From an optimization exercise on the open Yosys and OpenROAD flow, aimed at small area, a short achievable clock period and few clock cycles per item; shortcuts taken in it are not production practice. Function was checked by simulation only, so behaviour that the tests miss may differ from the original. Power and IR drop assume default switching activity.

== before ==
==> flow/design.v (excerpt) <==
module lru_value_tracker #(
    parameter int DEPTH      = 16,
    parameter int VALUE_BITS = 32
) (
    input  logic                               i_clk,
    input  logic                               i_rst_n,
    input  logic                               i_cfg_we,
    input  logic [lvt_pkg::CAP_W-1:0]          i_cfg_wdata,
    input  logic                               i_valid,
    output logic                               o_stall,
    input  logic signed [lvt_pkg::FIELD_W-1:0] i_key_value,
    output logic                               o_valid,
    input  logic                               i_stall,
    output logic                               o_status,
    output logic                               o_hit,
    output logic                               o_evicted_valid,
    output logic signed [lvt_pkg::FIELD_W-1:0] o_evicted_value,
    output logic [lvt_pkg::CAP_W-1:0]          o_occupancy
);
Size: about 84 I/O pins, roughly 32000 um^2 of cells after synthesis.
Settings: LEC_CHECK=0, CAP_MARGIN=20, CORE_MARGIN=2, CORE_UTILIZATION=50, CTS_CLUSTER_DIAMETER=100, CTS_CLUSTER_SIZE=25, SETUP_SLACK_MARGIN=2.2, SLEW_MARGIN=20; clock period 4.4 ns.
standard.sh (not shown) runs the stock make flow with config.mk's settings and CLKGATE_MAP_FILE= SYNTH_SCRIPT=/design/flow/synth_recipe.tcl, a recipe that flattens the netlist after the stock synthesis.
==> flow/flow/run.sh <==
#!/bin/bash
set -euo pipefail
cd "$(dirname "$0")/.."
bash standard.sh "BUFFER_PORTS_ARGS=-buffer_cell sky130_fd_sc_hd__buf_4" finish > run_standard.log 2>&1
before finished end to end and its layout was clean on timing, DRC and antenna.
Testbench counts of before, summed over its fixed seeds: cycles 16,024, items 16,000.
What after does differently from before at the input level:
# before
export LEC_CHECK = 0
export CAP_MARGIN = 20
export CORE_MARGIN = 2
export CORE_UTILIZATION = 50
export CTS_CLUSTER_DIAMETER = 100
export CTS_CLUSTER_SIZE = 25
export SETUP_SLACK_MARGIN = 2.2
export SLEW_MARGIN = 20
create_clock -name core_clock -period 4.4 [get_ports {i_clk}]
# after
export LEC_CHECK = 0
export CAP_MARGIN = 20
export CORE_MARGIN = 2
export CORE_UTILIZATION = 50
export CTS_CLUSTER_DIAMETER = 100
export CTS_CLUSTER_SIZE = 20
export SETUP_SLACK_MARGIN = 2.2
export SLEW_MARGIN = 20
create_clock -name core_clock -period 4.4 [get_ports {i_clk}]
==> flow/flow/run.sh <==
#!/bin/bash
set -euo pipefail
cd "$(dirname "$0")/.."
bash standard.sh "BUFFER_PORTS_ARGS=-buffer_cell sky130_fd_sc_hd__buf_8" finish > run_standard.log 2>&1
--- outcome ---
after ran to completion and came out clean on the timing, design-rule and antenna checks.
First-pass GRT wire length: lower on after
Internal cell power (after vs. before) increases slightly
met3 capacity usage during global routing in after is 1.6 points higher than in before
The worst setup path startpoint comes out i_key_value[26] in one run and u_datapath.r_list[10][8]$_DFFE_PP_ in the other, namely in before and after respectively.
Sort after and before by maximum achievable frequency, ascending, and before comes first.
From before to after, sequential cell count did not move at all.

* * *

The RTL this note starts from:
==> flow/design.v <==
package lvt_pkg;
    localparam int CAP_W   = 5;
    localparam int FIELD_W = 32;
    localparam logic [CAP_W-1:0] CAP_RESET = 5'd16;
    typedef enum logic [1:0] {
        ST_IDLE,
        ST_SEARCH,
        ST_APPLY
    } t_state;
    typedef struct packed {
        logic load_key;
        logic search;
        logic apply;
    } t_cmd;
    typedef struct packed {
        logic hit;
        logic error;
    } t_stat;
endpackage
module lvt_ctrl #(
    parameter int RES_W = 40
) (
    input  logic             i_clk,
    input  logic             i_rst_n,
    input  logic             i_push,
    input  logic [RES_W-1:0] i_res,
    input  logic             i_out_stall,
    output logic             o_freeze,
    output logic             o_valid,
    output logic [RES_W-1:0] o_res
);
    logic             r_ov;
    logic [RES_W-1:0] r_out;
    logic             freeze;
    assign freeze = r_ov && i_out_stall;
    always_ff @(posedge i_clk) begin
        if (!i_rst_n) r_ov <= 1'b0;
        else          r_ov <= freeze || i_push;
    end
    always_ff @(posedge i_clk) begin
        if (!freeze) r_out <= i_res;
    end
    assign o_freeze = freeze;
    assign o_valid  = r_ov;
    assign o_res    = r_out;
endmodule
module lvt_datapath #(
    parameter int DEPTH      = 16,
    parameter int VALUE_BITS = 32
) (
    input  logic                          i_clk,
    input  logic                          i_rst_n,
    input  logic                          i_cfg_we,
    input  logic [lvt_pkg::CAP_W-1:0]     i_cfg_wdata,
    input  logic                          i_hold,
    input  logic                          i_valid,
    input  logic [lvt_pkg::FIELD_W-1:0]   i_key_value,
    output logic                          o_push,
    output logic                          o_status,
    output logic                          o_hit,
    output logic                          o_evicted_valid,
    output logic [lvt_pkg::FIELD_W-1:0]   o_evicted_value,
    output logic [lvt_pkg::CAP_W-1:0]     o_occupancy
);
    localparam int CNT_W = $clog2(DEPTH + 1);
    localparam int LO_W  = VALUE_BITS / 2;
    logic [VALUE_BITS-1:0]     r_list [DEPTH];
    logic [CNT_W-1:0]          r_cnt;
    logic [lvt_pkg::CAP_W-1:0] r_cap;
    logic                      r_cap0;    
    logic [DEPTH-1:0]      r_lv;
    logic [DEPTH-1:0]      r_ls;
    logic                  r_full;
    logic                  r_v2;
    logic [VALUE_BITS-1:0] r_k2;
    logic [DEPTH-1:0]      r_hlo2;
    logic [DEPTH-1:0]      r_hhi2;
    logic                  r_eq2;
    logic                  r_vb;
    logic [VALUE_BITS-1:0] r_kb;
    logic [DEPTH-1:0]      r_sb;    
    logic                  r_nf;    
    logic                  go;
    logic                  cap0;
    logic                  is_evict;
    logic                  is_insert;
    logic                  found;
    logic [DEPTH-1:0]      missv;
    logic [DEPTH-1:0]      en;
    logic [DEPTH-1:0]      hlo;
    logic [DEPTH-1:0]      hhi;
    logic [DEPTH-1:0]      hlo1;
    logic [DEPTH-1:0]      hhi1;
    logic                  eqb_lo;
    logic                  eqb_hi;
    logic                  eq12;
    logic [DEPTH-1:0]      m2;
    logic [DEPTH-1:0]      s2;
    logic [DEPTH-1:0]      s2s;
    logic [VALUE_BITS-1:0] last;
    assign go = r_vb && !i_hold;
    always_comb begin
        found     = r_sb[0];
        cap0      = r_cap0;
        is_evict  = r_nf && !cap0 && r_full;
        is_insert = r_nf && !cap0 && !r_full;
        for (int i = 0; i < DEPTH; i++)
            missv[i] = !cap0 && (r_full ? r_lv[i] : ((i == 0) ? 1'b1 : r_lv[(i == 0) ? 0 : i - 1]));
        for (int i = 0; i < DEPTH; i++)
            en[i] = go && (r_sb[i] || (r_nf && missv[i]));
    end
    logic [DEPTH-1:0] capsel;
    logic [DEPTH-1:0] lv_ins;
    logic             full_ins;
    logic             full_same;
    logic             ins_now;
    always_comb begin
        for (int i = 0; i < DEPTH; i++)
            capsel[i] = (i == DEPTH - 1) ? (r_cap >= lvt_pkg::CAP_W'(DEPTH)) : (r_cap == lvt_pkg::CAP_W'(i + 1));
        lv_ins    = {r_lv[DEPTH-2:0], 1'b1};
        full_ins  = |(lv_ins & capsel);
        full_same = |(r_lv & capsel);
        ins_now = go && is_insert;
    end
    always_comb begin
        for (int i = 0; i < DEPTH; i++) begin
            hlo[i] = (r_list[i][LO_W-1:0] == i_key_value[LO_W-1:0]);
            hhi[i] = (r_list[i][VALUE_BITS-1:LO_W] == i_key_value[VALUE_BITS-1:LO_W]);
        end
        eqb_lo = (r_kb[LO_W-1:0] == i_key_value[LO_W-1:0]);
        eqb_hi = (r_kb[VALUE_BITS-1:LO_W] == i_key_value[VALUE_BITS-1:LO_W]);
        eq12   = (r_k2 == i_key_value);
        for (int i = 0; i < DEPTH; i++) begin
            hlo1[i] = en[i] ? ((i == 0) ? eqb_lo : hlo[(i == 0) ? 0 : i - 1]) : hlo[i];
            hhi1[i] = en[i] ? ((i == 0) ? eqb_hi : hhi[(i == 0) ? 0 : i - 1]) : hhi[i];
        end
    end
    logic             last2;
    logic             drop2;
    always_comb begin
        m2 = r_hlo2 & r_hhi2 & r_lv;
        for (int i = 0; i < DEPTH; i++)
            s2[i] = |(m2 >> i);
        last2 = |(m2 & r_ls);
        drop2 = r_nf ? (is_evict && last2) : r_eq2;
        for (int i = 0; i < DEPTH; i++)
            s2s[i] = en[i] ? (((i == 0) && r_eq2) || (s2[(i == 0) ? 0 : i - 1] && !drop2)) : s2[i];
    end
    always_comb begin
        last = '0;
        for (int i = 0; i < DEPTH; i++)
            if (r_ls[i]) last = last | r_list[i];
    end
    always_ff @(posedge i_clk) begin
        if (!i_rst_n) begin
            r_cnt   <= '0;
            r_cap   <= lvt_pkg::CAP_RESET;
            r_cap0  <= 1'b0;
            r_lv    <= '0;
            r_ls    <= '0;
            r_full  <= 1'b0;
            r_v2    <= 1'b0;
            r_vb    <= 1'b0;
        end else begin
            if (i_cfg_we) begin
                r_cap  <= i_cfg_wdata;
                r_cap0 <= (i_cfg_wdata == '0);
            end
            if (ins_now) begin
                r_cnt   <= r_cnt + CNT_W'(1);
                r_lv    <= lv_ins;
                r_ls    <= {r_ls[DEPTH-2:0], r_ls == '0};
                r_full  <= full_ins;
            end else begin
                r_full  <= full_same;
            end
            if (!i_hold) begin
                r_v2 <= i_valid;
                r_vb <= r_v2;
            end
        end
    end
    always_ff @(posedge i_clk) begin
        for (int i = 0; i < DEPTH; i++)
            if (en[i]) r_list[i] <= (i == 0) ? r_kb : r_list[(i == 0) ? 0 : i - 1];
        if (!i_hold) begin
            r_k2   <= i_key_value;
            r_hlo2 <= hlo1;
            r_hhi2 <= hhi1;
            r_eq2  <= eq12;
            r_kb   <= r_k2;
            r_sb   <= s2s;
            r_nf   <= !s2s[0];
        end
    end
    assign o_push          = go;
    assign o_status        = r_nf && cap0;
    assign o_hit           = found;
    assign o_evicted_valid = is_evict;
    assign o_evicted_value = is_evict ? last : '0;
    assign o_occupancy     = lvt_pkg::CAP_W'(r_cnt + CNT_W'(is_insert));
endmodule
module lru_value_tracker #(
    parameter int DEPTH      = 16,
    parameter int VALUE_BITS = 32
) (
    input  logic                               i_clk,
    input  logic                               i_rst_n,
    input  logic                               i_cfg_we,
    input  logic [lvt_pkg::CAP_W-1:0]          i_cfg_wdata,
    input  logic                               i_valid,
    output logic                               o_stall,
    input  logic signed [lvt_pkg::FIELD_W-1:0] i_key_value,
    output logic                               o_valid,
    input  logic                               i_stall,
    output logic                               o_status,
    output logic                               o_hit,
    output logic                               o_evicted_valid,
    output logic signed [lvt_pkg::FIELD_W-1:0] o_evicted_value,
    output logic [lvt_pkg::CAP_W-1:0]          o_occupancy
);
    localparam int RES_W = 3 + lvt_pkg::FIELD_W + lvt_pkg::CAP_W;
    logic             hold;
    logic             push;
    logic             st, hit, evv;
    logic [lvt_pkg::FIELD_W-1:0] evval;
    logic [lvt_pkg::CAP_W-1:0]   occ;
    logic [RES_W-1:0] res;
    lvt_datapath #(
        .DEPTH      (DEPTH),
        .VALUE_BITS (VALUE_BITS)
    ) u_datapath (
        .i_clk           (i_clk),
        .i_rst_n         (i_rst_n),
        .i_cfg_we        (i_cfg_we),
        .i_cfg_wdata     (i_cfg_wdata),
        .i_hold          (hold),
        .i_valid         (i_valid && !i_stall),
        .i_key_value     (i_key_value),
        .o_push          (push),
        .o_status        (st),
        .o_hit           (hit),
        .o_evicted_valid (evv),
        .o_evicted_value (evval),
        .o_occupancy     (occ)
    );
    lvt_ctrl #(
        .RES_W (RES_W)
    ) u_ctrl (
        .i_clk       (i_clk),
        .i_rst_n     (i_rst_n),
        .i_push      (push),
        .i_res       ({st, hit, evv, evval, occ}),
        .i_out_stall (i_stall),
        .o_freeze    (hold),
        .o_valid     (o_valid),
        .o_res       (res)
    );
    assign o_stall = i_stall;
    assign {o_status, o_hit, o_evicted_valid, o_evicted_value, o_occupancy} = res;
endmodule
clock: 4.4 ns
lec_check: 0
cap_margin: 20
core_margin: 2
core_utilization: 50
cts_cluster_diameter: 100
cts_cluster_size: 20
setup_slack_margin: 2.2
slew_margin: 20
==> flow/flow/run.sh <==
#!/bin/bash
set -euo pipefail
cd "$(dirname "$0")/.."
bash standard.sh "BUFFER_PORTS_ARGS=-buffer_cell sky130_fd_sc_hd__buf_4" finish > run_standard.log 2>&1
Testbench counts at the start, summed over its fixed seeds: cycles 16,024, items 16,000.
Next try:
==> flow/flow/run.sh (replaced) <==
#!/bin/bash
set -euo pipefail
cd "$(dirname "$0")/.."
bash standard.sh "BUFFER_PORTS_ARGS=-buffer_cell sky130_fd_sc_hd__buf_8" finish > run_standard.log 2>&1
What happened:
- The new run finished clean
- critical path depth is lower by 3
- core utilization is higher by 0.16 points
- hold slack gets worse by 0.0040 ns
- sequential share of layout area is lower by 0.13 points

[separate check: timing with driven ports]
In the flow no input, the clock included, has a driving cell. The finished layouts below were timed again as built, in two steps. Step 1 (the two cells are an assumption about what drives the block):
set clk [get_ports {i_clk}]
set_driving_cell -lib_cell sky130_fd_sc_hd__clkbuf_16 $clk
set_driving_cell -lib_cell sky130_fd_sc_hd__buf_2 [delete_from_list [all_inputs] $clk]
Step 2 adds t to the input delays and takes it off the output delays; t is the mean of the earliest and latest rising clock arrival at the registers after step 1. Input paths then give back, and output paths get back, about the clock's delay inside the block. Three values: ideal ports, drivers, drivers and shift; two values: the first two.
run | shift t [ns] | setup WS [ns] | slew at the worst register clock pin (ns) | worst data-port slew with drivers (ns)
before | 0.661 | 2.043 / 2.076 / 1.421 | 0.12 / 0.12 | 0.06
after | 0.696 | 2.103 / 2.103 / 1.477 | 0.10 / 0.10 | 0.06
the first run of note 2 | 0.670 | 2.128 / 2.128 / 1.512 | 0.10 / 0.10 | 0.04
the second run of note 2 | 0.655 | 2.119 / 2.119 / 1.702 | 0.10 / 0.10 | 0.06
After both steps every run listed still meets setup and hold. For after, which loses most, drivers alone change the setup slack by 0.000 ns; drivers and shift together by -0.626 ns.
